Background: an optimization exercise with open tools, aiming at small area, a short achievable clock period and few clock cycles per item. Do not read the settings as production practice. No run shown here included a check of the RTL's function; only the layout flow was run. Power figures rest on the tool's default switching activity, not on a simulated workload.

`flow/config.mk`:
```
export PLATFORM = sky130hd
export DESIGN_NAME = poly_cv_gate_to_note_events
export DESIGN_NICKNAME = poly_cv_gate_to_note_events
export VERILOG_FILES = /design/flow/design.v
export SDC_FILE = /design/flow/constraint.sdc
export NUM_CORES = 4
export LEC_CHECK = 0
export CAP_MARGIN = 20
export CORE_MARGIN = 2
export CORE_UTILIZATION = 40
export SLEW_MARGIN = 20
```
`flow/constraint.sdc`:
```
create_clock -name core_clock -period 10.0 [get_ports {clock}]
set_input_delay 2.0000 -clock core_clock [delete_from_list [all_inputs] [get_ports {clock}]]
set_output_delay 2.0000 -clock core_clock [all_outputs]
set_load 0.01 [all_outputs]
```
`flow/design.v`:
```
package pcg_pkg;
   localparam int REQ_DATA_W = 88;
   localparam int RSP_DATA_W = 64;
   localparam int CSR_ADDR_W = 4;
   localparam int CSR_DATA_W = 32;
   localparam logic [1:0] EVT_NOTE_OFF = 2'd0;
   localparam logic [1:0] EVT_NOTE_ON  = 2'd1;
   localparam logic [1:0] EVT_PITCH    = 2'd2;
   localparam logic [1:0] REG_GATE_HIGH = 2'd0;
   localparam logic [1:0] REG_GATE_LOW  = 2'd1;
   localparam logic [1:0] REG_THRESHOLD = 2'd2;
   localparam logic [16:0] GATE_HIGH_RST = 17'd4096;
   localparam logic [16:0] GATE_LOW_RST  = 17'd409;
   localparam logic [15:0] THRESHOLD_RST = 16'd41;
   localparam logic [18:0] Q_BASE      = 19'd20480;
   localparam logic [12:0] VEL_DEFAULT = 13'd3277;     
   localparam logic [12:0] VEL_FULL    = 13'd4096;
endpackage
import pcg_pkg::*;
module pcg_csr (
   input  logic                  clock,
   input  logic                  reset,
   input  logic                  csr_psel,
   input  logic                  csr_penable,
   input  logic                  csr_pwrite,
   input  logic [CSR_ADDR_W-1:0] csr_paddr,
   input  logic [CSR_DATA_W-1:0] csr_pwdata,
   output logic [CSR_DATA_W-1:0] csr_prdata,
   output logic                  csr_pready,
   input  logic signed [16:0]    level,       
   output logic                  level_ge,    
   output logic                  level_le,    
   output logic [15:0]           threshold
);
   logic signed [16:0] gate_high_ff;
   logic signed [16:0] gate_low_ff;
   logic [15:0]        threshold_ff;
   logic [16:0]        rd_lo_ff;
   logic               rd_hi_ff;
   logic               wr_beat;
   logic               wr_high;
   logic               wr_low;
   logic signed [16:0] wr_level;
   assign csr_pready = 1'b1;
   assign wr_beat    = csr_psel && csr_penable && csr_pwrite;
   assign wr_high    = wr_beat && csr_paddr[3:2] == REG_GATE_HIGH;
   assign wr_low     = wr_beat && csr_paddr[3:2] == REG_GATE_LOW;
   assign wr_level   = csr_pwdata[16:0];
   assign threshold  = threshold_ff;
   logic ge_reg, ge_wr, le_reg, le_wr;
   pcg_uge #(.W(17)) u_ge_reg (.a(level ^ 17'h10000), .b(gate_high_ff ^ 17'h10000), .ge(ge_reg));
   pcg_uge #(.W(17)) u_ge_wr  (.a(level ^ 17'h10000), .b(wr_level ^ 17'h10000),     .ge(ge_wr));
   pcg_uge #(.W(17)) u_le_reg (.a(gate_low_ff ^ 17'h10000), .b(level ^ 17'h10000),  .ge(le_reg));
   pcg_uge #(.W(17)) u_le_wr  (.a(wr_level ^ 17'h10000), .b(level ^ 17'h10000),     .ge(le_wr));
   assign level_ge = wr_high ? ge_wr : ge_reg;
   assign level_le = wr_low  ? le_wr : le_reg;
   always_ff @(posedge clock) begin
      if (reset) begin
         gate_high_ff <= GATE_HIGH_RST;
         gate_low_ff  <= GATE_LOW_RST;
         threshold_ff <= THRESHOLD_RST;
      end else begin
         if (wr_high) begin
            gate_high_ff <= wr_level;
         end
         if (wr_low) begin
            gate_low_ff <= wr_level;
         end
         if (wr_beat && csr_paddr[3:2] == REG_THRESHOLD) begin
            threshold_ff <= csr_pwdata[15:0];
         end
      end
   end
   always_ff @(posedge clock) begin
      case (csr_paddr[3:2])
         REG_GATE_HIGH: begin
            rd_lo_ff <= gate_high_ff;
            rd_hi_ff <= gate_high_ff[16];
         end
         REG_GATE_LOW: begin
            rd_lo_ff <= gate_low_ff;
            rd_hi_ff <= gate_low_ff[16];
         end
         REG_THRESHOLD: begin
            rd_lo_ff <= {1'b0, threshold_ff};
            rd_hi_ff <= 1'b0;
         end
         default: begin
            rd_lo_ff <= '0;
            rd_hi_ff <= 1'b0;
         end
      endcase
   end
   assign csr_prdata = {{15{rd_hi_ff}}, rd_lo_ff};
endmodule
import pcg_pkg::*;
module pcg_lane_mem (
   input  logic               clock,
   input  logic               reset,
   input  logic [15:0]        rd_sel,
   output logic [6:0]         rd_note,
   output logic [21:0]        rd_a,
   input  logic [15:0]        walk_sel,
   output logic [6:0]         walk_note,
   output logic [15:0]        gates,
   output logic [15:0]        gates_nx,
   input  logic [15:0]        gate_set,
   input  logic [15:0]        gate_clr,
   input  logic [15:0]        note_we,
   input  logic [15:0]        a_we,
   input  logic [6:0]         wr_note,
   input  logic [21:0]        wr_a
);
   logic [15:0] gate_ff;
   logic [6:0]  note_ff [0:15];
   logic [21:0] a_ff    [0:15];
   assign gates    = gate_ff;
   assign gates_nx = (gate_ff & ~gate_clr) | gate_set;
   always_comb begin
      rd_note   = '0;
      rd_a      = '0;
      walk_note = '0;
      for (int i = 0; i < 16; i++) begin
         rd_note   = rd_note   | (note_ff[i] & {7{rd_sel[i]}});
         rd_a      = rd_a      | (a_ff[i] & {22{rd_sel[i]}});
         walk_note = walk_note | (note_ff[i] & {7{walk_sel[i]}});
      end
   end
   always_ff @(posedge clock) begin
      if (reset) begin
         gate_ff <= '0;
      end else begin
         gate_ff <= gates_nx;
      end
   end
   always_ff @(posedge clock) begin
      for (int i = 0; i < 16; i++) begin
         if (note_we[i]) begin
            note_ff[i] <= wr_note;
         end
         if (a_we[i]) begin
            a_ff[i] <= wr_a;
         end
      end
   end
endmodule
import pcg_pkg::*;
module pcg_add #(
   parameter int W = 8
) (
   input  logic [W-1:0] a,
   input  logic [W-1:0] b,
   input  logic         cin,
   output logic [W-1:0] s
);
   logic [W-1:0] p;
   logic [W-1:0] g;
   logic [W-1:0] gg;
   logic [W-1:0] pp;
   always_comb begin
      p  = a ^ b;
      g  = a & b;
      gg = g;
      pp = p;
      gg[0] = g[0] | (p[0] & cin);
      for (int l = 0; (1 << l) < W; l++) begin
         for (int i = 0; i < W; i++) begin
            if ((i >> l) & 1) begin
               gg[i] = gg[i] | (pp[i] & gg[((i >> l) << l) - 1]);
               pp[i] = pp[i] & pp[((i >> l) << l) - 1];
            end
         end
      end
      s[0] = p[0] ^ cin;
      for (int i = 1; i < W; i++) begin
         s[i] = p[i] ^ gg[i - 1];
      end
   end
endmodule
module pcg_uge #(
   parameter int W = 8
) (
   input  logic [W-1:0] a,
   input  logic [W-1:0] b,
   output logic         ge
);
   logic [W-1:0] gg;
   logic [W-1:0] pp;
   always_comb begin
      gg = a & ~b;
      pp = a | ~b;
      gg[0] = gg[0] | pp[0];
      for (int l = 0; (1 << l) < W; l++) begin
         for (int i = 0; i < W; i++) begin
            if ((i >> l) & 1) begin
               gg[i] = gg[i] | (pp[i] & gg[((i >> l) << l) - 1]);
               pp[i] = pp[i] & pp[((i >> l) << l) - 1];
            end
         end
      end
      ge = gg[W-1];
   end
endmodule
module pcg_csa #(
   parameter int W = 8
) (
   input  logic [W-1:0] a,
   input  logic [W-1:0] b,
   input  logic [W-1:0] c,
   output logic [W-1:0] s,
   output logic [W-1:0] k
);
   assign s = a ^ b ^ c;
   assign k = {(a[W-2:0] & b[W-2:0]) | (a[W-2:0] & c[W-2:0]) | (b[W-2:0] & c[W-2:0]), 1'b0};
endmodule
module pcg_nonneg3 (
   input  logic [23:0] x,
   input  logic [23:0] y,
   input  logic [23:0] z,
   output logic        nonneg
);
   logic [23:0] s;
   logic [23:0] k;
   logic [22:0] gg;
   logic [22:0] pp;
   always_comb begin
      s  = x ^ y ^ z;
      k  = {(x[22:0] & y[22:0]) | (x[22:0] & z[22:0]) | (y[22:0] & z[22:0]), 1'b1};
      gg = s[22:0] & k[22:0];
      pp = s[22:0] | k[22:0];
      gg[0] = gg[0] | pp[0];    
      for (int l = 0; (1 << l) < 23; l++) begin
         for (int i = 0; i < 23; i++) begin
            if ((i >> l) & 1) begin
               gg[i] = gg[i] | (pp[i] & gg[((i >> l) << l) - 1]);
               pp[i] = pp[i] & pp[((i >> l) << l) - 1];
            end
         end
      end
      nonneg = !(s[23] ^ k[23] ^ gg[22]);
   end
endmodule
module pcg_velocity (
   input  logic [17:0] vel_t,       
   input  logic [1:0]  vel_sel,     
   output logic [12:0] velocity
);
   logic [29:0] v_s1, v_k1, v_s2, v_k2, v_s3, v_k3, v_sum;
   pcg_csa #(.W(30)) u_v1 (.a(30'(vel_t)), .b(30'(vel_t) << 4), .c(30'(vel_t) << 8),
                           .s(v_s1), .k(v_k1));
   pcg_csa #(.W(30)) u_v2 (.a(v_s1), .b(v_k1), .c(30'(vel_t) << 12), .s(v_s2), .k(v_k2));
   pcg_csa #(.W(30)) u_v3 (.a(v_s2), .b(v_k2), .c(30'h12000), .s(v_s3), .k(v_k3));
   pcg_add #(.W(30)) u_v4 (.a(v_s3), .b(v_k3), .cin(1'b0), .s(v_sum));
   always_comb begin
      case (vel_sel)
         2'd0:    velocity = v_sum[29:17];
         2'd1:    velocity = VEL_DEFAULT;
         2'd2:    velocity = 13'd0;
         default: velocity = VEL_FULL;
      endcase
   end
endmodule
module pcg_note_calc (
   input  logic signed [21:0] a,           
   input  logic [6:0]         rec_note,    
   input  logic signed [21:0] rec_a,       
   input  logic [15:0]        threshold,
   output logic [6:0]         note,        
   output logic signed [21:0] new_offset,  
   output logic signed [21:0] held_offset, 
   output logic               send_pitch   
);
   logic [9:0]  hi;
   logic        neg;
   logic        clamp_hi;
   logic [9:0]  hi_m127;
   logic [6:0]  hi_r;
   logic [9:0]  held_hi;
   logic        lo_ok;
   logic        hi_ok;
   assign hi       = a[21:12];
   assign neg      = a[21];
   assign clamp_hi = !neg && ((hi[9:7] != 3'd0) || (hi[6:0] == 7'd127 && a[11]));
   pcg_add #(.W(10)) u_hi_m127 (.a(hi), .b(10'h381), .cin(1'b0), .s(hi_m127));
   pcg_add #(.W(7))  u_hi_r    (.a(hi[6:0]), .b(7'd0), .cin(a[11]), .s(hi_r));
   always_comb begin
      if (neg) begin
         note       = 7'd0;
         new_offset = a;
      end else if (clamp_hi) begin
         note       = 7'd127;
         new_offset = {hi_m127, a[11:0]};
      end else begin
         note       = hi_r;
         new_offset = {{10{a[11]}}, a[11:0]};
      end
   end
   pcg_add #(.W(10)) u_held (.a(hi), .b(~{3'd0, rec_note}), .cin(1'b1), .s(held_hi));
   assign held_offset = {held_hi, a[11:0]};
   pcg_nonneg3 u_lo (
      .x      ({{2{a[21]}}, a}),
      .y      (~{8'd0, threshold}),
      .z      (~{{2{rec_a[21]}}, rec_a}),
      .nonneg (lo_ok)
   );
   pcg_nonneg3 u_hi (
      .x      ({{2{rec_a[21]}}, rec_a}),
      .y      (~{{2{a[21]}}, a}),
      .z      (~{8'd0, threshold}),
      .nonneg (hi_ok)
   );
   assign send_pitch = lo_ok || hi_ok;
endmodule
import pcg_pkg::*;
module pcg_event_out (
   input  logic                  clock,
   input  logic                  reset,
   input  logic                  push,      
   input  logic [1:0]            e_kind,
   input  logic [3:0]            e_lane,
   input  logic [6:0]            e_note,
   input  logic [12:0]           e_vel,
   input  logic [21:0]           e_off,
   input  logic [15:0]           e_time,
   input  logic                  e_last,
   input  logic                  e_on,      
   output logic                  skid_busy,
   output logic                  skid_busy_nx,
   output logic                  rsp_tvalid,
   input  logic                  rsp_tready,
   output logic [RSP_DATA_W-1:0] rsp_tdata,
   output logic [1:0]            rsp_tuser,
   output logic                  rsp_tlast
);
   localparam int EW = 66;
   logic          o_valid_ff;
   logic          o_on_ff;
   logic [1:0]    o_kind_ff;
   logic [3:0]    o_lane_ff;
   logic [6:0]    o_note_ff;
   logic [12:0]   o_vel_ff;
   logic [21:0]   o_off_ff;
   logic [15:0]   o_time_ff;
   logic          o_last_ff;
   logic          s_valid_ff;
   logic [EW-1:0] s_ff;
   logic [EW-1:0] e_bus;
   logic [EW-1:0] o_src;
   logic          o_free;
   assign e_bus  = {e_on, e_last, e_kind, e_lane, e_note, e_vel, e_off, e_time};
   assign o_free = !o_valid_ff || (rsp_tready && !o_on_ff);
   assign o_src  = s_valid_ff ? s_ff : e_bus;
   assign skid_busy    = s_valid_ff;
   assign skid_busy_nx = s_valid_ff ? !o_free : (push && !o_free);
   always_ff @(posedge clock) begin
      if (reset) begin
         o_valid_ff <= 1'b0;
         o_on_ff    <= 1'b0;
         s_valid_ff <= 1'b0;
      end else begin
         if (o_on_ff) begin
            if (rsp_tready) begin
               o_on_ff <= 1'b0;
            end
         end else if (o_free) begin
            o_valid_ff <= s_valid_ff || push;
            o_on_ff    <= o_src[EW-1] && (s_valid_ff || push);
         end
         s_valid_ff <= skid_busy_nx;
      end
   end
   always_ff @(posedge clock) begin
      if (o_on_ff) begin
         if (rsp_tready) begin
            o_kind_ff <= EVT_PITCH;
            o_vel_ff  <= '0;
            o_last_ff <= 1'b1;
         end
      end else if (o_free) begin
         {o_last_ff, o_kind_ff, o_lane_ff, o_note_ff, o_vel_ff, o_off_ff, o_time_ff} <= o_src[EW-2:0];
         o_last_ff <= o_src[EW-2] && !o_src[EW-1];
      end
      if (!s_valid_ff) begin
         s_ff <= e_bus;
      end
   end
   assign rsp_tvalid = o_valid_ff;
   assign rsp_tuser  = o_kind_ff;
   assign rsp_tlast  = o_last_ff;
   assign rsp_tdata  = {2'd0, o_time_ff, o_off_ff & {22{!o_on_ff}}, o_vel_ff, o_note_ff, o_lane_ff};
endmodule
import pcg_pkg::*;
module poly_cv_gate_to_note_events (
   input  logic                  clock,
   input  logic                  reset,
   input  logic                  req_tvalid,
   output logic                  req_tready,
   input  logic [REQ_DATA_W-1:0] req_tdata,
   input  logic [0:0]            req_tuser,    
   output logic                  rsp_tvalid,
   input  logic                  rsp_tready,
   output logic [RSP_DATA_W-1:0] rsp_tdata,
   output logic [1:0]            rsp_tuser,    
   output logic                  rsp_tlast,
   input  logic                  csr_psel,
   input  logic                  csr_penable,
   input  logic                  csr_pwrite,
   input  logic [CSR_ADDR_W-1:0] csr_paddr,
   input  logic [CSR_DATA_W-1:0] csr_pwdata,
   output logic [CSR_DATA_W-1:0] csr_prdata,
   output logic                  csr_pready
);
   logic               in_ge;
   logic               in_le;
   logic [15:0]        threshold;
   logic               rdy_ff;         
   logic               a_valid_ff;
   logic               a_reset_ff;
   logic [3:0]         a_lane_ff;
   logic [4:0]         a_req_ff;       
   logic               a_ge_ff;
   logic               a_le_ff;
   logic signed [16:0] a_pitch_ff;
   logic signed [4:0]  a_oct_ff;
   logic [17:0]        a_vt_ff;        
   logic [1:0]         a_vsel_ff;
   logic [15:0]        a_time_ff;
   logic               b_valid_ff;
   logic               b_simple_ff;    
   logic               b_final_ff;     
   logic               it_reset_ff;    
   logic [15:0]        it_sel_ff;      
   logic [4:0]         it_keep_ff;     
   logic               it_use_ff;      
   logic               it_ge_ff;       
   logic               it_le_ff;       
   logic signed [21:0] it_a_ff;        
   logic [12:0]        it_vel_ff;
   logic [15:0]        it_time_ff;
   logic               rec_gate_ff;    
   logic [6:0]         rec_note_ff;
   logic signed [21:0] rec_a_ff;
   logic [4:0]         lanes_ff;       
   logic signed [16:0] in_gate;
   logic signed [16:0] in_vl;
   logic [4:0]         in_count;
   logic [17:0]        in_vt;
   logic               a_lane0;
   logic [15:0]        a_sel;
   logic               a_simple;
   logic signed [6:0]  a_m;            
   logic [19:0]        a_t_s, a_t_k, a_t;
   logic [12:0]        a_vel;
   logic [6:0]         mem_note;
   logic [21:0]        mem_a;
   logic [15:0]        walk_sel;
   logic [6:0]         walk_note;
   logic [15:0]        gates;
   logic [15:0]        gates_nx;
   logic [15:0]        gate_set;
   logic [15:0]        gate_clr;
   logic [15:0]        note_we;
   logic [15:0]        a_we;
   logic               note_wr;
   logic               a_wr;
   logic [6:0]         c_note;
   logic signed [21:0] c_new_off;
   logic signed [21:0] c_held_off;
   logic               c_send;
   logic [15:0]        keep;
   logic [15:0]        pending;
   logic               walk_any;
   logic               walk_single;
   logic [3:0]         walk_lane;
   logic [3:0]         it_lane;
   logic               step;           
   logic               fire;
   logic               b_done;
   logic               a_move;
   logic               a_valid_nx;
   logic               b_valid_nx;
   logic               b_final_nx;
   logic               step_nx;
   logic               rise, fall, held;
   logic               s_event;
   logic               skid_busy;
   logic               skid_busy_nx;
   logic               push;
   logic [1:0]         e_kind;
   logic [3:0]         e_lane;
   logic [6:0]         e_note;
   logic [12:0]        e_vel;
   logic [21:0]        e_off;
   logic               e_last;
   logic               e_on;
   pcg_csr u_csr (
      .clock       (clock),
      .reset       (reset),
      .csr_psel    (csr_psel),
      .csr_penable (csr_penable),
      .csr_pwrite  (csr_pwrite),
      .csr_paddr   (csr_paddr),
      .csr_pwdata  (csr_pwdata),
      .csr_prdata  (csr_prdata),
      .csr_pready  (csr_pready),
      .level       (in_gate),
      .level_ge    (in_ge),
      .level_le    (in_le),
      .threshold   (threshold)
   );
   pcg_lane_mem u_lane_mem (
      .clock     (clock),
      .reset     (reset),
      .rd_sel    (a_sel),
      .rd_note   (mem_note),
      .rd_a      (mem_a),
      .walk_sel  (walk_sel),
      .walk_note (walk_note),
      .gates     (gates),
      .gates_nx  (gates_nx),
      .gate_set  (gate_set),
      .gate_clr  (gate_clr),
      .note_we   (note_we),
      .a_we      (a_we),
      .wr_note   (c_note),
      .wr_a      (it_a_ff)
   );
   pcg_velocity u_velocity (
      .vel_t    (a_vt_ff),
      .vel_sel  (a_vsel_ff),
      .velocity (a_vel)
   );
   pcg_note_calc u_note_calc (
      .a           (it_a_ff),
      .rec_note    (rec_note_ff),
      .rec_a       (rec_a_ff),
      .threshold   (threshold),
      .note        (c_note),
      .new_offset  (c_new_off),
      .held_offset (c_held_off),
      .send_pitch  (c_send)
   );
   pcg_event_out u_event_out (
      .clock        (clock),
      .reset        (reset),
      .push         (push),
      .e_kind       (e_kind),
      .e_lane       (e_lane),
      .e_note       (e_note),
      .e_vel        (e_vel),
      .e_off        (e_off),
      .e_time       (it_time_ff),
      .e_last       (e_last),
      .e_on         (e_on),
      .skid_busy    (skid_busy),
      .skid_busy_nx (skid_busy_nx),
      .rsp_tvalid   (rsp_tvalid),
      .rsp_tready   (rsp_tready),
      .rsp_tdata    (rsp_tdata),
      .rsp_tuser    (rsp_tuser),
      .rsp_tlast    (rsp_tlast)
   );
   assign req_tready = rdy_ff;
   assign in_count = req_tdata[8:4];
   assign in_gate  = req_tdata[25:9];
   assign in_vl    = req_tdata[64:48];
   pcg_add #(.W(18)) u_in_vt (.a(18'(in_vl[15:0])), .b(18'(in_vl[15:0]) << 1), .cin(1'b0), .s(in_vt));
   always_ff @(posedge clock) begin
      if (rdy_ff) begin
         a_reset_ff <= req_tuser[0];
         a_lane_ff  <= req_tdata[3:0];
         if (in_count == 5'd0) begin
            a_req_ff <= 5'd1;
         end else if (in_count > 5'd16) begin
            a_req_ff <= 5'd16;
         end else begin
            a_req_ff <= in_count;
         end
         a_ge_ff    <= in_ge;
         a_le_ff    <= in_le;
         a_pitch_ff <= req_tdata[42:26];
         a_oct_ff   <= req_tdata[47:43];
         a_vt_ff    <= in_vt;
         if (!req_tdata[65]) begin
            a_vsel_ff <= 2'd1;
         end else if (in_vl[16] || in_vl == 17'd0) begin
            a_vsel_ff <= 2'd2;
         end else if (in_vl >= 17'sd40955) begin
            a_vsel_ff <= 2'd3;
         end else begin
            a_vsel_ff <= 2'd0;
         end
         a_time_ff  <= req_tdata[81:66];
      end
   end
   assign a_lane0  = (a_lane_ff == 4'd0);
   assign a_sel    = 16'(1) << a_lane_ff;
   assign a_simple = !a_reset_ff && !(a_lane0 && a_req_ff < lanes_ff);
   assign a_m = 7'sd15 + 7'(a_oct_ff) + (7'(a_oct_ff) <<< 1);
   pcg_csa #(.W(20)) u_a_csa (
      .a (20'(a_pitch_ff)),
      .b (20'(a_pitch_ff) << 1),
      .c (20'(a_m) << 12),
      .s (a_t_s),
      .k (a_t_k)
   );
   pcg_add #(.W(20)) u_a_add (.a(a_t_s), .b(a_t_k), .cin(1'b0), .s(a_t));
   assign step   = b_simple_ff || b_final_ff;
   assign fire   = b_valid_ff && !skid_busy;
   assign b_done = fire && step;
   assign a_move = a_valid_ff && (!b_valid_ff || b_done);
   always_comb begin
      a_valid_nx = rdy_ff ? req_tvalid : a_valid_ff;
      b_valid_nx = a_move || (b_valid_ff && !b_done);
      if (a_move) begin
         b_final_nx = 1'b0;
         step_nx    = a_simple;
      end else begin
         b_final_nx = b_final_ff
                      || (b_valid_ff && !step && (!walk_any || (fire && walk_single)));
         step_nx    = b_simple_ff || b_final_nx;
      end
   end
   always_ff @(posedge clock) begin
      if (reset) begin
         rdy_ff     <= 1'b1;
         a_valid_ff <= 1'b0;
         b_valid_ff <= 1'b0;
         b_final_ff <= 1'b0;
         lanes_ff   <= 5'd1;
      end else begin
         rdy_ff     <= !a_valid_nx || !b_valid_nx || (!skid_busy_nx && step_nx);
         a_valid_ff <= a_valid_nx;
         b_valid_ff <= b_valid_nx;
         b_final_ff <= b_final_nx;
         if (a_move) begin
            if (a_reset_ff) begin
               lanes_ff <= 5'd1;
            end else if (a_lane0) begin
               lanes_ff <= a_req_ff;
            end
         end
      end
   end
   always_ff @(posedge clock) begin
      if (!b_valid_ff || b_done) begin
         b_simple_ff <= a_simple;
         it_reset_ff <= a_reset_ff;
         it_sel_ff   <= a_sel;
         it_keep_ff  <= a_reset_ff ? 5'd0 : a_req_ff;
         it_use_ff   <= !a_reset_ff && (a_lane0 || {1'b0, a_lane_ff} < lanes_ff);
         it_ge_ff    <= a_ge_ff;
         it_le_ff    <= a_le_ff;
         it_a_ff     <= {a_t, 2'b00};
         it_vel_ff   <= a_vel;
         it_time_ff  <= a_time_ff;
         rec_gate_ff <= |(gates_nx & a_sel);
         rec_note_ff <= (note_wr && |(it_sel_ff & a_sel)) ? c_note : mem_note;
         rec_a_ff    <= (a_wr && |(it_sel_ff & a_sel)) ? it_a_ff : mem_a;
      end
   end
   always_comb begin
      for (int i = 0; i < 16; i++) begin
         keep[i] = 5'(i) < it_keep_ff;
      end
   end
   assign pending  = gates & ~keep;
   assign walk_any = |pending;
   always_comb begin
      walk_sel  = '0;
      walk_lane = '0;
      for (int i = 15; i >= 0; i--) begin
         if (pending[i]) begin
            walk_sel  = 16'(1) << i;
            walk_lane = 4'(i);
         end
      end
   end
   assign walk_single = (pending & ~walk_sel) == 16'd0;
   always_comb begin
      it_lane = '0;
      for (int i = 0; i < 16; i++) begin
         it_lane = it_lane | (4'(i) & {4{it_sel_ff[i]}});
      end
   end
   assign rise    = it_use_ff && !rec_gate_ff && it_ge_ff;
   assign fall    = it_use_ff && rec_gate_ff && it_le_ff;
   assign held    = it_use_ff && rec_gate_ff && !it_le_ff && c_send;
   assign s_event = rise || fall || held;
   assign note_wr = b_done && rise;
   assign a_wr    = b_done && (rise || held);
   always_comb begin
      push     = 1'b0;
      e_kind   = EVT_NOTE_OFF;
      e_lane   = it_lane;
      e_note   = rec_note_ff;
      e_vel    = '0;
      e_off    = '0;
      e_last   = 1'b1;
      e_on     = 1'b0;
      gate_set = '0;
      gate_clr = '0;
      if (!step) begin
         push   = fire && walk_any;
         e_lane = walk_lane;
         e_note = walk_note;
         e_last = walk_single && (it_reset_ff || !s_event);
         if (fire) begin
            gate_clr = walk_sel;
         end
      end else begin
         push = fire && s_event;
         if (rise) begin
            e_kind = EVT_NOTE_ON;
            e_note = c_note;
            e_vel  = it_vel_ff;
            e_off  = c_new_off;
            e_on   = 1'b1;
         end else if (!fall) begin
            e_kind = EVT_PITCH;
            e_off  = c_held_off;
         end
         if (fire) begin
            gate_set = rise ? it_sel_ff : 16'd0;
            gate_clr = fall ? it_sel_ff : 16'd0;
         end
      end
   end
   assign note_we = note_wr ? it_sel_ff : 16'd0;
   assign a_we    = a_wr ? it_sel_ff : 16'd0;
endmodule
```
`flow/flow/run.sh`:
```
#!/bin/bash
# Layout flow: the standard layout (standard.sh, with its synthesis
# unchanged), run with timing repair aimed below the clock period and with
# plain buffers on the ports. Each tool's output goes to a log file here.
set -euo pipefail
export SETUP_SLACK_MARGIN=6
export BUFFER_PORTS_ARGS="-buffer_cell sky130_fd_sc_hd__buf_2"
bash standard.sh > standard_flow.log 2>&1
```
`flow/standard.sh`:
```
#!/bin/bash
# synth_recipe.tcl (not shown) runs the flow's synth.tcl, then flattens the netlist and writes it again
# the make line also repeats each setting of config.mk as NAME=value (left out here)
make -C /OpenROAD-flow-scripts/flow DESIGN_CONFIG=/design/flow/config.mk WORK_HOME=/design/flow/orfs CLKGATE_MAP_FILE= SYNTH_SCRIPT=/design/flow/synth_recipe.tcl "${@:-finish}"
```
==> impl_metrics.csv, run 1 <==
group,metric,value,unit
status,outcome,"timing/DRC/antenna clean",
place,dp_slack,4900,ps
place,gp_congestion,0.898,
yosys,async_flop_share,0,%
grt,grt_pass1_wl,161,mm
drt,wl_per_cell,24.4,microns
timing,whs,415,ps
timing,skew,49.7,ps
yosys,synth_common_cells,"edfxtp_1 (670), nand2_1 (239), inv_1 (191)",
critical_path,cpMostUsedCell,"maj3_2",
power,power_frac_seq,43.5,%
timing,max_slew_margin,19.7,%
power,clkPwrFrac,31.8,%
timing,setup_viol_count_final,0,
timing,tns,0,ps
yosys,synth_top_area_cell,"edfxtp_1",
yosys,ys_seq_elements,832,
drt,first_pass_iters,9,
finish,final_area,0.0438,sq mm
power,net-switching-power,2.99,mW
die,core_area,0.0936,sq mm
yosys,synth-main-ff-cell,"edfxtp_1",
yosys,synth_top_area_share,53.1,%
yosys,synth.most_common_cell,"edfxtp_1",
clock_network,h-tree-depth,3,
place,io_buffer_count,207,
yosys,synth_top_family_by_area,"compound AO/OA/AOI/OAI gates",
grt,grt_max_degree,75,
die,start_util,40.5,%
drt,drc_errors,0,
critical_path,critPathCaptureType,"flop",
critical_path,slowest_delay,320,ps
power,power.density,228,mW/mm^2
timing,finalHoldViolCount,0,
timing,setup_slack,5980,ps
critical_path,crit_buf_inv,1,
critical_path,cpMaxStageDelayCell,"maj3_2",
place,dp.cells,4308,
yosys,synth_adder_area_share,9.61,%
finish,n_fill_cell,8452,
critical_path,cp.required,10360,ps
grt,grt_overflow,0,
finish,antenna_cells,0,
finish,multi_input_comb_area,0.0136,sq mm
clock_network,cts_tree,"built",
power,peakVddDrop,0.135,mV
clock_network,clockBufferDepth,3,
timing,clock.fmax,249,MHz
yosys,synth_cell_types,72,
power,p_comb_share,24.8,%
grt,grt_usage,22.1,%
finish,drive_gt1_share,17.4,%
yosys,ys_seq_area_share,61.7,%
yosys,synth_compound_area_share,13.1,%
place,placedInstanceArea,0.0404,sq mm
clock_network,clk_pin_slew,60,ps
timing,rsz0062_at_grt,"true",
die,ioPinCount,234,
yosys,synth-simple-area-share,9.15,%
critical_path,crit_chain,"buf_4, nand2b_4, maj3_2, maj3_2, maj3_2, maj3_2, maj3_2, maj3_2, o21ai_2, a221o_1, a211oi_2",
drt,drtIter0Drc,2975,
drt,viasPerCell,5.71,
grt,grt_pass1_vias,25200,
critical_path,crit_fanout,4,
grt,antenna_found_initial,1,
die,die_y,312,microns
yosys,synth_warnings,15,
finish,final_cells,4514,
timing,drv_slew,0,
clock_network,cts_hold_buffers,0,
finish,finalNetCount,3541,
hold_path,worstHoldPathType,"reg -> reg",
finish,area_delta_synth_final,15.6,%
power,swShare,29.9,%
clock_network,cts_made_buffers,86,
finish,regArea,0.0234,sq mm
drt,final_antenna_net_count,0,
run,cap_violations,0,
clock_network,clk_latency,670,ps
timing,worst_pin_slew,1190,ps
die,die_w,312,microns
critical_path,arrival,4380,ps
yosys,synth_area_leaders,"edfxtp_1 (53%), dfxtp_1 (8.6%), ha_1 (5.2%)",
finish,finish.utilization,46.8,%
timing,fin_crit_sh,40.2,%
drt,vias,25800,
power,finalPower,10.0,mW
yosys,syn_area_per_cell,12.9,sq um
critical_path,cpLargestDelayFamily,"adder cells",
clock_network,cts_root_buf,"clkbuf_16",
place,dp_hpwl,67.1,mm
yosys,synthMuxAreaShare,1.93,%
yosys,synth_area,0.0379,sq mm
yosys,synth_edf_count,670,
power,leakagePower,16.5,nW
critical_path,crit_type,"in -> reg",
timing,period_minus_slack,4020,ps
yosys,synth_xor_area_share,1.06,%
drt,wl,110,mm
critical_path,setup.worst_path.start_class,"primary input",
die,num_rows,112,
clock_network,cts.sinks,832,
power,p_int,7.01,mW
yosys,syn_inst,2941,
die,fp.dieArea,0.0972,sq mm
worst reg2reg max path: cells and delay by family, from the launching register on:
| family | cells | cell delay, ps |
|---|---|---|
| simple gates | 4 | 1760 |
| compound gates | 4 | 1000 |
| flops | 1 | 700 |
| buf+inv | 1 | 280 |
cells by family (layout without fill, tap and decap cells):
family                   Yosys count  in the layout
AND/OR/NAND/NOR                  705            705
XOR/XNOR                          46             46
buffers and inverters            327            645
other                              2              3
multiplexers                      69             69
AO/OA/AOI/OAI                    700            700
flip-flops                       832            832
adder cells (fa/ha/maj)          260            260
layout make-up:
cell class | count | share of cell area, %
Inverter | 191 | 1.68
Tap cell | 1254 | 3.58
Clock buffer | 119 | 5.33
Timing Repair Buffer | 295 | 4.02
Sequential cell | 832 | 53.4
Clock inverter | 40 | 1.01
Multi-Input combinational cell | 1783 | 31.0
placed cells by master, fill, tap and decap left out, types with 24 or more instances in the layout:
cell type | Yosys | final
a221oi_1 | 82 | 82
a21oi_1 | 136 | 133
inv_1 | 191 | 187
fa_1 | 63 | 63
nand3_1 | 42 | 41
nor2_1 | 136 | 122
buf_4 | 21 | 82
xnor2_1 | 24 | 24
a22oi_1 | 107 | 107
nor2b_1 | 68 | 68
nand4_1 | 56 | 56
mux2i_1 | 37 | 37
edfxtp_1 | 670 | 670
a22o_1 | 90 | 90
ha_1 | 157 | 150
clkbuf_1 | 98 | 27
buf_2 | 4 | 206
nand2b_1 | 31 | 30
nand2_1 | 239 | 238
and3_1 | 32 | 29
dfxtp_1 | 162 | 157
clkbuf_16 | 0 | 87
o21ai_0 | 98 | 88
mux2_2 | 32 | 31
final timing paths:
path / startpoint / endpoint / slack, ps / cells after the start
worst max-delay path: req_tdata[9] / a_le_ff$_DFFE_PP_ / 5980 / 11
worst max register to register: it_keep_ff[4]$_SDFFCE_PP0N_ / u_event_out.o_note_ff[4]$_DFFE_PP_ / 6050 / 9
worst min register to register: a_time_ff[12]$_DFFE_PP_ / it_time_ff[12]$_DFFE_PN_ / 420 / 0
worst min-delay path: a_time_ff[12]$_DFFE_PP_ / it_time_ff[12]$_DFFE_PN_ / 420 / 0
sequential cells by signal (all words and copies together) (netlist names), 13 cells and up:
signal / count
u_event_out.o_vel_ff: 13
u_event_out.o_off_ff: 22
rec_a_ff: 20
u_event_out.s_ff: 66
it_vel_ff: 13
u_csr.threshold_ff: 16
a_pitch_ff: 17
u_csr.gate_high_ff: 17
it_a_ff: 20
u_lane_mem.gate_ff: 16
it_sel_ff: 16
a_time_ff: 16
it_time_ff: 16
u_event_out.o_time_ff: 16
a_vt_ff: 18
u_lane_mem.note_ff: 112
u_csr.gate_low_ff: 17
u_lane_mem.a_ff: 320
u_csr.rd_lo_ff: 17
power groups by stage:
stage	sequential, mW	combinational (mW)	clock (mW)
final	4.35	2.48	3.18
after global routing	4.37	2.77	3.35
after CTS	4.35	2.41	3.21
after detailed placement	4.55	2.08	0
after global placement	4.54	2.06	0
after floorplan	4.48	1.44	0
routing by layer:
metal  up-vias  wire, microns  track usage (%)
li1      11600              -                -
met1     12700          46100             30.2
met2      1257          50400             35.2
met3       233          10700             4.79
met4         0           3080             7.07
met5         -              0                0
timing repair:
action / in CTS / in global routing
cloned: 0 / 1
resized for setup: 45 / 25
pin swaps: 11 / 12
setup buffers: 38 / 8
hold endpoints to repair: 0 / 0
setup endpoints to repair: 376 / 357
==> run 2: changes to the inputs <==
--- a/flow/design.v
+++ b/flow/design.v
@@ -99,7 +99,7 @@
    input  logic               reset,
    input  logic [15:0]        rd_sel,
    output logic [6:0]         rd_note,
-   output logic [21:0]        rd_a,
+   output logic [19:0]        rd_t,
    input  logic [15:0]        walk_sel,
    output logic [6:0]         walk_note,
    output logic [15:0]        gates,
@@ -107,22 +107,22 @@
    input  logic [15:0]        gate_set,
    input  logic [15:0]        gate_clr,
    input  logic [15:0]        note_we,
-   input  logic [15:0]        a_we,
+   input  logic [15:0]        t_we,
    input  logic [6:0]         wr_note,
-   input  logic [21:0]        wr_a
+   input  logic [19:0]        wr_t
 );
    logic [15:0] gate_ff;
    logic [6:0]  note_ff [0:15];
-   logic [21:0] a_ff    [0:15];
+   logic [19:0] t_ff    [0:15];
    assign gates    = gate_ff;
    assign gates_nx = (gate_ff & ~gate_clr) | gate_set;
    always_comb begin
       rd_note   = '0;
-      rd_a      = '0;
+      rd_t      = '0;
       walk_note = '0;
       for (int i = 0; i < 16; i++) begin
          rd_note   = rd_note   | (note_ff[i] & {7{rd_sel[i]}});
-         rd_a      = rd_a      | (a_ff[i] & {22{rd_sel[i]}});
+         rd_t      = rd_t      | (t_ff[i] & {20{rd_sel[i]}});
          walk_note = walk_note | (note_ff[i] & {7{walk_sel[i]}});
       end
    end
@@ -138,8 +138,8 @@
          if (note_we[i]) begin
             note_ff[i] <= wr_note;
          end
-         if (a_we[i]) begin
-            a_ff[i] <= wr_a;
+         if (t_we[i]) begin
+            t_ff[i] <= wr_t;
          end
       end
    end
@@ -434,12 +434,12 @@
    logic               it_use_ff;      
    logic               it_ge_ff;       
    logic               it_le_ff;       
-   logic signed [21:0] it_a_ff;        
+   logic signed [19:0] it_t_ff;        
    logic [12:0]        it_vel_ff;
    logic [15:0]        it_time_ff;
    logic               rec_gate_ff;    
    logic [6:0]         rec_note_ff;
-   logic signed [21:0] rec_a_ff;
+   logic signed [19:0] rec_t_ff;
    logic [4:0]         lanes_ff;       
    logic signed [16:0] in_gate;
    logic signed [16:0] in_vl;
@@ -452,7 +452,7 @@
    logic [19:0]        a_t_s, a_t_k, a_t;
    logic [12:0]        a_vel;
    logic [6:0]         mem_note;
-   logic [21:0]        mem_a;
+   logic [19:0]        mem_t;
    logic [15:0]        walk_sel;
    logic [6:0]         walk_note;
    logic [15:0]        gates;
@@ -460,9 +460,9 @@
    logic [15:0]        gate_set;
    logic [15:0]        gate_clr;
    logic [15:0]        note_we;
-   logic [15:0]        a_we;
+   logic [15:0]        t_we;
    logic               note_wr;
-   logic               a_wr;
+   logic               t_wr;
    logic [6:0]         c_note;
    logic signed [21:0] c_new_off;
    logic signed [21:0] c_held_off;
@@ -513,7 +513,7 @@
       .reset     (reset),
       .rd_sel    (a_sel),
       .rd_note   (mem_note),
-      .rd_a      (mem_a),
+      .rd_t      (mem_t),
       .walk_sel  (walk_sel),
       .walk_note (walk_note),
       .gates     (gates),
@@ -521,9 +521,9 @@
       .gate_set  (gate_set),
       .gate_clr  (gate_clr),
       .note_we   (note_we),
-      .a_we      (a_we),
+      .t_we      (t_we),
       .wr_note   (c_note),
-      .wr_a      (it_a_ff)
+      .wr_t      (it_t_ff)
    );
    pcg_velocity u_velocity (
       .vel_t    (a_vt_ff),
@@ -531,9 +531,9 @@
       .velocity (a_vel)
    );
    pcg_note_calc u_note_calc (
-      .a           (it_a_ff),
+      .a           ({it_t_ff, 2'b00}),
       .rec_note    (rec_note_ff),
-      .rec_a       (rec_a_ff),
+      .rec_a       ({rec_t_ff, 2'b00}),
       .threshold   (threshold),
       .note        (c_note),
       .new_offset  (c_new_off),
@@ -651,12 +651,12 @@
          it_use_ff   <= !a_reset_ff && (a_lane0 || {1'b0, a_lane_ff} < lanes_ff);
          it_ge_ff    <= a_ge_ff;
          it_le_ff    <= a_le_ff;
-         it_a_ff     <= {a_t, 2'b00};
+         it_t_ff     <= a_t;
          it_vel_ff   <= a_vel;
          it_time_ff  <= a_time_ff;
          rec_gate_ff <= |(gates_nx & a_sel);
          rec_note_ff <= (note_wr && |(it_sel_ff & a_sel)) ? c_note : mem_note;
-         rec_a_ff    <= (a_wr && |(it_sel_ff & a_sel)) ? it_a_ff : mem_a;
+         rec_t_ff    <= (t_wr && |(it_sel_ff & a_sel)) ? it_t_ff : mem_t;
       end
    end
    always_comb begin
@@ -688,7 +688,7 @@
    assign held    = it_use_ff && rec_gate_ff && !it_le_ff && c_send;
    assign s_event = rise || fall || held;
    assign note_wr = b_done && rise;
-   assign a_wr    = b_done && (rise || held);
+   assign t_wr    = b_done && (rise || held);
    always_comb begin
       push     = 1'b0;
       e_kind   = EVT_NOTE_OFF;
@@ -727,5 +727,5 @@
       end
    end
    assign note_we = note_wr ? it_sel_ff : 16'd0;
-   assign a_we    = a_wr ? it_sel_ff : 16'd0;
+   assign t_we    = t_wr ? it_sel_ff : 16'd0;
 endmodule
==> flow/flow/run.sh (replaced) <==
#!/bin/bash
# Layout flow: the standard layout (standard.sh, with its synthesis
# unchanged), run with timing repair aimed below the clock period, small
# plain buffers on the ports (resized by repair where timing needs it) and
# larger clock-tree sink clusters. Each tool's output goes to a log file here.
set -euo pipefail
export SETUP_SLACK_MARGIN=6
export BUFFER_PORTS_ARGS="-buffer_cell sky130_fd_sc_hd__buf_1"
export CTS_CLUSTER_SIZE=25
export CTS_CLUSTER_DIAMETER=100
bash standard.sh > standard_flow.log 2>&1
==> impl_metrics.csv, run 2 <==
group,metric,value,unit
timing,skew,27.8,ps
timing,clock.fmax,246,MHz
critical_path,setup.worst_path.start_class,"flop",
die,die_w,312,microns
timing,worst_pin_slew,1180,ps
timing,setup_viol_count_final,0,
grt,grt_pass1_wl,164,mm
timing,max_slew_margin,20.8,%
clock_network,cts_hold_buffers,0,
critical_path,arrival,4410,ps
die,die_y,312,microns
yosys,ys_seq_area_share,61.6,%
grt,grt_overflow,0,
die,ioPinCount,234,
finish,top_regs,"u_lane_mem.t_ff (320), u_lane_mem.note_ff (112), u_event_out.s_ff (66)",
clock_network,clk_latency,610,ps
yosys,synth_top_area_share,53.1,%
timing,fin_crit_sh,40.7,%
die,num_rows,112,
finish,largest_register_ffs,320,
timing,tns,0,ps
power,leakagePower,15.6,nW
finish,finalNetCount,3587,
drt,vias,26100,
place,dp_slack,5210,ps
timing,finalHoldViolCount,0,
critical_path,r2r_start,"a_vt_ff[9]$_DFFE_PP_",
timing,drv_slew,0,
power,power.density,209,mW/mm^2
die,core_area,0.0936,sq mm
drt,drc_errors,0,
critical_path,cpMaxStageDelayCell,"or4b_4",
yosys,synth_common_cells,"edfxtp_1 (670), nand2_1 (240), inv_1 (214)",
critical_path,critPathLaunch,"a_vt_ff[9]$_DFFE_PP_",
yosys,synth_area,0.0379,sq mm
finish,finish.utilization,45.8,%
critical_path,cpMostUsedCell,"ha_1",
critical_path,slowest_delay,520,ps
critical_path,crit_chain,"buf_6, fa_1, ha_1, ha_1, ha_4, nand3_1, o211ai_1, or4b_4, a31o_4, a21boi_2, o41a_1, a41oi_2, xor2_1, o21ai_1",
place,io_buffer_count,207,
critical_path,critPathCaptureType,"flop",
grt,grt_pass1_vias,24600,
critical_path,cp.required,10350,ps
drt,viasPerCell,5.77,
yosys,synth-main-ff-cell,"edfxtp_1",
drt,final_antenna_net_count,0,
drt,drtIter0Drc,3165,
run,cap_violations,0,
yosys,syn_area_per_cell,12.8,sq um
yosys,synth_cell_types,82,
finish,final_cells,4515,
hold_path,holdCritStartpoint,"a_time_ff[4]$_DFFE_PP_",
finish,final_common_cell,"edfxtp_1",
yosys,synth_edf_count,670,
grt,grt_usage,22.6,%
yosys,synth_warnings,15,
grt,grt_max_degree,60,
drt,first_pass_iters,9,
clock_network,cts_root_buf,"clkbuf_16",
grt,antenna_found_initial,3,
critical_path,crit_fanout,4,
yosys,synth_area_leaders,"edfxtp_1 (53%), dfxtp_1 (8.6%), ha_1 (5.2%)",
clock_network,cts_made_buffers,40,
hold_path,worstHoldPathType,"reg -> reg",
die,start_util,40.5,%
yosys,ys_seq_elements,832,
power,peakVddDrop,0.158,mV
timing,rsz0062_at_grt,"true",
timing,period_minus_slack,4070,ps
timing,whs,420,ps
place,dp_hpwl,67.4,mm
yosys,synth_top_area_cell,"edfxtp_1",
finish,drive_gt1_share,11.3,%
yosys,synth.most_common_cell,"edfxtp_1",
timing,setup_slack,5930,ps
critical_path,crit_path_end,"it_vel_ff[12]$_DFFE_PN_",
yosys,syn_inst,2957,
finish,area_delta_synth_final,13.1,%
critical_path,r2r-end,"it_vel_ff[12]$_DFFE_PN_",
clock_network,clk_pin_slew,90,ps
die,fp.dieArea,0.0972,sq mm
place,gp_congestion,0.913,
clock_network,cts.sinks,832,
drt,wl_per_cell,25.3,microns
finish,final_cell_mix,"edfxtp_1 (670), nand2_1 (237), inv_1 (210)",
clock_network,clockBufferDepth,3,
status,outcome,"timing/DRC/antenna clean",
yosys,async_flop_share,0,%
clock_network,h-tree-depth,2,
drt,wl,114,mm
place,dp.cells,4338,
critical_path,r2r_slack,5930,ps
critical_path,crit_type,"reg -> reg",
finish,regMostFlops,"u_lane_mem.t_ff",
critical_path,r2r_cells,14,
clock_network,cts_tree,"built",
run 2: cell count changes in the layout (fill, tap and decap cells not counted), sizes merged, moves of 18 or more:
cell    before  now
a22oi      107  133
buf        293  347
inv        194  214
nor2b       68   47
clkbuf     121   73
clkinv      27    3
o21ai      102   84
and2        35   61
run 2: critical path: cells and delay by family, from the launching register on:
family	cells	cell delay, ps
AO/OA/AOI/OAI	6	1110
XOR/XNOR	1	160
adder cells (fa/ha/maj)	4	1300
buffers and inverters	1	170
flip-flops	1	500
AND/OR/NAND/NOR	2	570
run 2: area by class of cell:
class                      count  area, sq um
tap                         1254         1570
sequential                   832        23400
inverter                     214          808
clock inverter                 3         40.0
multi-input combinational   1790        13800
timing repair buffer         357         2130
clock buffer                  63         1140
fill                        8584        50700
antenna                        2         5.00
run 2: cell families (layout without fill, tap and decap cells):
| logic type | after synthesis | after routing | synth area share [%] |
|---|---|---|---|
| xor gates and xnor gates | 45 | 45 | 1.04 |
| DFF | 832 | 832 | 61.6 |
| buffers and inverters | 349 | 637 | 3.70 |
| adders and majority gates | 251 | 251 | 9.35 |
| AOI/OAI and AO/OA | 700 | 700 | 13.1 |
| and+or+nand+nor | 714 | 727 | 9.32 |
| other | 2 | 5 | 0.0198 |
| muxes | 64 | 64 | 1.79 |
run 2: metal layers:
metal / vias to the layer above / track usage [%] / share of wire [%] / wire (microns)
met2: 1378 / 36.8 / 46 / 53000
met5: - / 0 / 0.0079 / 9
met3: 187 / 4.32 / 10 / 11400
li1: 11700 / - / - / -
met4: 2 / 6.22 / 2.9 / 3350
met1: 12800 / 30.9 / 41 / 46300
run 2: per-stage QoR:
stage / instance area [sq um] / total power, mW
floorplan: 38000 / 5.92
global placement: 40200 / 6.59
detailed placement: 40200 / 6.61
CTS: 42100 / 8.72
global route: 42900 / 9.40
finish: 42900 / 8.94
run 2: worst min path at each step:
stage,end,slack (ps),depth (start not counted)
finish,it_time_ff[4]$_DFFE_PN_,420,0
global route,it_time_ff[4]$_DFFE_PN_,420,0
CTS,it_time_ff[4]$_DFFE_PN_,420,0
detailed placement,it_time_ff[12]$_DFFE_PN_,400,0
global placement,it_time_ff[11]$_DFFE_PN_,400,0
floorplan,it_ge_ff$_DFFE_PN_,400,0
run 2: repair_timing:
item / 4_1_cts / 5_1_grt
gates resized for setup: 61 / 74
pin swaps: 37 / 44
endpoints found under the hold margin: 0 / 0
setup buffers: 57 / 32
cloned: 13 / 7
endpoints found under the setup margin: 364 / 363
run 2: power by group:
group	switching, mW	leakage [nW]	internal [mW]
clock	1.08	0.567	0.802
sequential	0.156	7.81	4.22
combinational	1.58	7.18	1.11
total	2.82	15.6	6.12
==> run 3: changes to the inputs <==
--- a/flow/flow/run.sh
+++ b/flow/flow/run.sh
@@ -6,6 +6,4 @@
 set -euo pipefail
 export SETUP_SLACK_MARGIN=6
 export BUFFER_PORTS_ARGS="-buffer_cell sky130_fd_sc_hd__buf_1"
-export CTS_CLUSTER_SIZE=25
-export CTS_CLUSTER_DIAMETER=100
 bash standard.sh > standard_flow.log 2>&1
==> impl_metrics.csv, run 3 <==
group,metric,value,unit
drt,wl,116,mm
yosys,synth_top_area_cell,"edfxtp_1",
place,dp.cells,4338,
place,gp_congestion,0.913,
critical_path,r2r_start,"a_vt_ff[14]$_DFFE_PP_",
timing,worst_pin_slew,1170,ps
place,dp_hpwl,67.4,mm
critical_path,critPathCaptureType,"flop",
timing,max_slew_margin,21.8,%
critical_path,setup.worst_path.start_class,"flop",
drt,viasPerCell,5.74,
timing,skew,41.6,ps
finish,drive_gt1_share,13.6,%
grt,antenna_found_initial,0,
grt,grt_max_degree,60,
clock_network,cts_hold_buffers,0,
finish,finalNetCount,3638,
finish,final_cells,4613,
die,die_y,312,microns
drt,drc_errors,0,
yosys,async_flop_share,0,%
timing,tns,0,ps
yosys,synth_edf_count,670,
critical_path,r2r-end,"it_vel_ff[10]$_DFFE_PN_",
finish,area_delta_synth_final,17.8,%
clock_network,h-tree-depth,3,
yosys,ys_seq_area_share,61.6,%
clock_network,cts.sinks,832,
status,outcome,"timing/DRC/antenna clean",
grt,grt_usage,22.4,%
yosys,synth-main-ff-cell,"edfxtp_1",
place,io_buffer_count,207,
power,leakagePower,16.4,nW
hold_path,holdPathEnd,"it_time_ff[4]$_DFFE_PN_",
clock_network,cts_made_buffers,88,
timing,fin_crit_sh,41.4,%
drt,drtIter0Drc,3236,
critical_path,r2r_cells,15,
timing,clock.fmax,242,MHz
power,power.density,234,mW/mm^2
timing,period_minus_slack,4140,ps
finish,finish.utilization,47.7,%
timing,whs,417,ps
power,peakVddDrop,0.139,mV
die,ioPinCount,234,
die,fp.dieArea,0.0972,sq mm
critical_path,crit_type,"reg -> reg",
power,p_int,7.29,mW
run,cap_violations,0,
yosys,syn_inst,2957,
finish,final_cell_mix,"edfxtp_1 (670), nand2_1 (237), inv_1 (211)",
yosys,synth.most_common_cell,"edfxtp_1",
grt,grt_overflow,0,
timing,finalHoldViolCount,0,
finish,antenna_cells,0,
finish,regMostFlops,"u_lane_mem.t_ff",
clock_network,clk_latency,690,ps
finish,largest_register_ffs,320,
power,net-switching-power,3.16,mW
finish,top_regs,"u_lane_mem.t_ff (320), u_lane_mem.note_ff (112), u_event_out.s_ff (66)",
timing,rsz0062_at_grt,"true",
clock_network,cts_tree,"built",
clock_network,clk_pin_slew,60,ps
grt,grt_pass1_wl,163,mm
power,clkPwrFrac,32.2,%
clock_network,clockBufferDepth,3,
yosys,synth_top_area_share,53.1,%
die,die_w,312,microns
drt,first_pass_iters,7,
critical_path,arrival,4540,ps
yosys,synth_warnings,15,
yosys,synth_common_cells,"edfxtp_1 (670), nand2_1 (240), inv_1 (214)",
critical_path,r2r_slack,5860,ps
yosys,synth_cell_types,82,
yosys,synth_area_leaders,"edfxtp_1 (53%), dfxtp_1 (8.6%), ha_1 (5.2%)",
critical_path,cp.required,10400,ps
die,core_area,0.0936,sq mm
power,p_comb_share,25.9,%
hold_path,min_path_cells,0,
drt,vias,26500,
yosys,syn_area_per_cell,12.8,sq um
drt,final_antenna_net_count,0,
clock_network,cts_root_buf,"clkbuf_16",
timing,drv_slew,0,
critical_path,crit_fanout,4,
die,num_rows,112,
yosys,ys_seq_elements,832,
finish,final_common_cell,"edfxtp_1",
die,start_util,40.5,%
yosys,synth_area,0.0379,sq mm
timing,setup_viol_count_final,0,
hold_path,worstHoldPathType,"reg -> reg",
hold_path,holdCritStartpoint,"a_time_ff[4]$_DFFE_PP_",
grt,grt_pass1_vias,25100,
power,swShare,30.2,%
drt,wl_per_cell,25.1,microns
power,power_frac_seq,41.9,%
power,finalPower,10.4,mW
## run 3: changes by cell type in the layout (fill, tap and decap cells not counted), sizes merged, moves of 7 or more
cell	change
and2	+10
bufinv	+10
clkbuf	+49
clkinv	+21
clkinvlp	+8
inv	+7
## run 3: cells by family (layout without fill, tap and decap cells)
family	Yosys count	in the layout	synth area share, %
AOI/OAI and AO/OA	700	700	13.1
xor gates and xnor gates	45	45	1.04
adders and majority gates	251	251	9.35
buffers and inverters	349	727	3.70
DFF	832	832	61.6
muxes	64	64	1.79
other	2	3	0.0198
and+or+nand+nor	714	737	9.32
## run 3: final cells by class
cell class	count	area, sq um
repair buffers	350	2000
flip-flops and latches	832	23400
multi-input cells	1800	13900
fillers	8421	49000
clock inverters	49	611
clock buffers	114	2360
inverters	214	808
well taps	1254	1570
## run 3: worst max-delay path: stages, from the launching register on
cell and delay (ps):
edfxtp_1 400, buf_6 140, fa_1 460, fa_1 480, ha_1 340, ha_4 180, a211o_1 290, a21oi_2 160
o32a_1 230, a31o_4 180, a21boi_2 60, o41a_1 430, buf_4 160, a21oi_2 120, xor2_1 180, a21oi_1 80
## run 3: worst max-delay path by stage
stage,slack (ps),to,startpoint
after floorplan,5780,a_ge_ff$_DFFE_PP_,req_tdata[17]
final,5860,it_vel_ff[10]$_DFFE_PN_,a_vt_ff[14]$_DFFE_PP_
after CTS,5910,it_vel_ff[10]$_DFFE_PN_,a_vt_ff[15]$_DFFE_PP_
after global placement,5220,u_lane_mem.t_ff[10][6]$_DFFE_PP_,it_t_ff[10]$_DFFE_PN_
after detailed placement,5210,u_lane_mem.t_ff[0][7]$_DFFE_PP_,it_t_ff[10]$_DFFE_PN_
after global routing,5710,it_vel_ff[10]$_DFFE_PN_,a_vt_ff[14]$_DFFE_PP_
## run 3: through the flow
step	cell area, sq um	setup slack [ps]
CTS	43800	5910
global route	44600	5710
finish	44600	5860
detailed placement	40200	5210
global placement	40200	5220
floorplan	38000	5780
## run 3: power groups by stage
stage          sequential, mW  combinational [mW]  clock (mW)
2_1_floorplan            4.48                1.44           0
3_3_place_gp             4.55                2.04           0
3_5_place_dp             4.56                2.05           0
4_1_cts                  4.39                2.40        3.40
5_1_grt                  4.40                3.00        3.54
6_report                 4.38                2.71        3.36
## run 3: timing repair
action	CTS	global route
endpoints found under the setup margin	366	361
cloned	2	26
hold endpoints to repair	0	0
resized for setup	44	102
pin swaps	33	38
setup buffers	57	27
## run 3: per-layer routing
layer	up-vias	share of wire (%)	global-route usage [%]
li1	11800	-	-
met1	13000	40	30.2
met2	1448	46	35.9
met3	241	11	4.82
met4	0	3.5	7.82
met5	-	0	0

what the ideal ports hide:
Ports are ideal in the flow. The routed layouts listed here were re-timed in OpenROAD. Step 1 sets driving cells, clkbuf_16 on the clock port and buf_2 on the other inputs (assumed; they add their load-dependent delay and slew). Step 2 adds t to the input delays and takes it off the output delays; t is the mean of the earliest and latest rising clock arrival at the registers after step 1. Input paths then give back, and output paths get back, about the clock's delay inside the block. Slacks: ideal ports / drivers / drivers and shift; pairs: ideal ports / drivers.
| run | shift t [ns] | setup slack, ns | slew at the worst register clock pin (ns) | pins driven straight from the clock port |
|---|---|---|---|---|
| run 1 | 0.714 | 5.978 / 6.020 / 5.306 | 0.06 / 0.06 | 1 |
| run 2 | 0.664 | 5.935 / 5.935 / 5.443 | 0.11 / 0.11 | 1 |
| run 3 | 0.726 | 5.861 / 5.861 / 5.407 | 0.06 / 0.06 | 1 |
After both steps setup and hold are still met in every run listed. The setup slack of run 1, which loses most, moves by +0.042 ns with the drivers and by -0.672 ns with both steps.
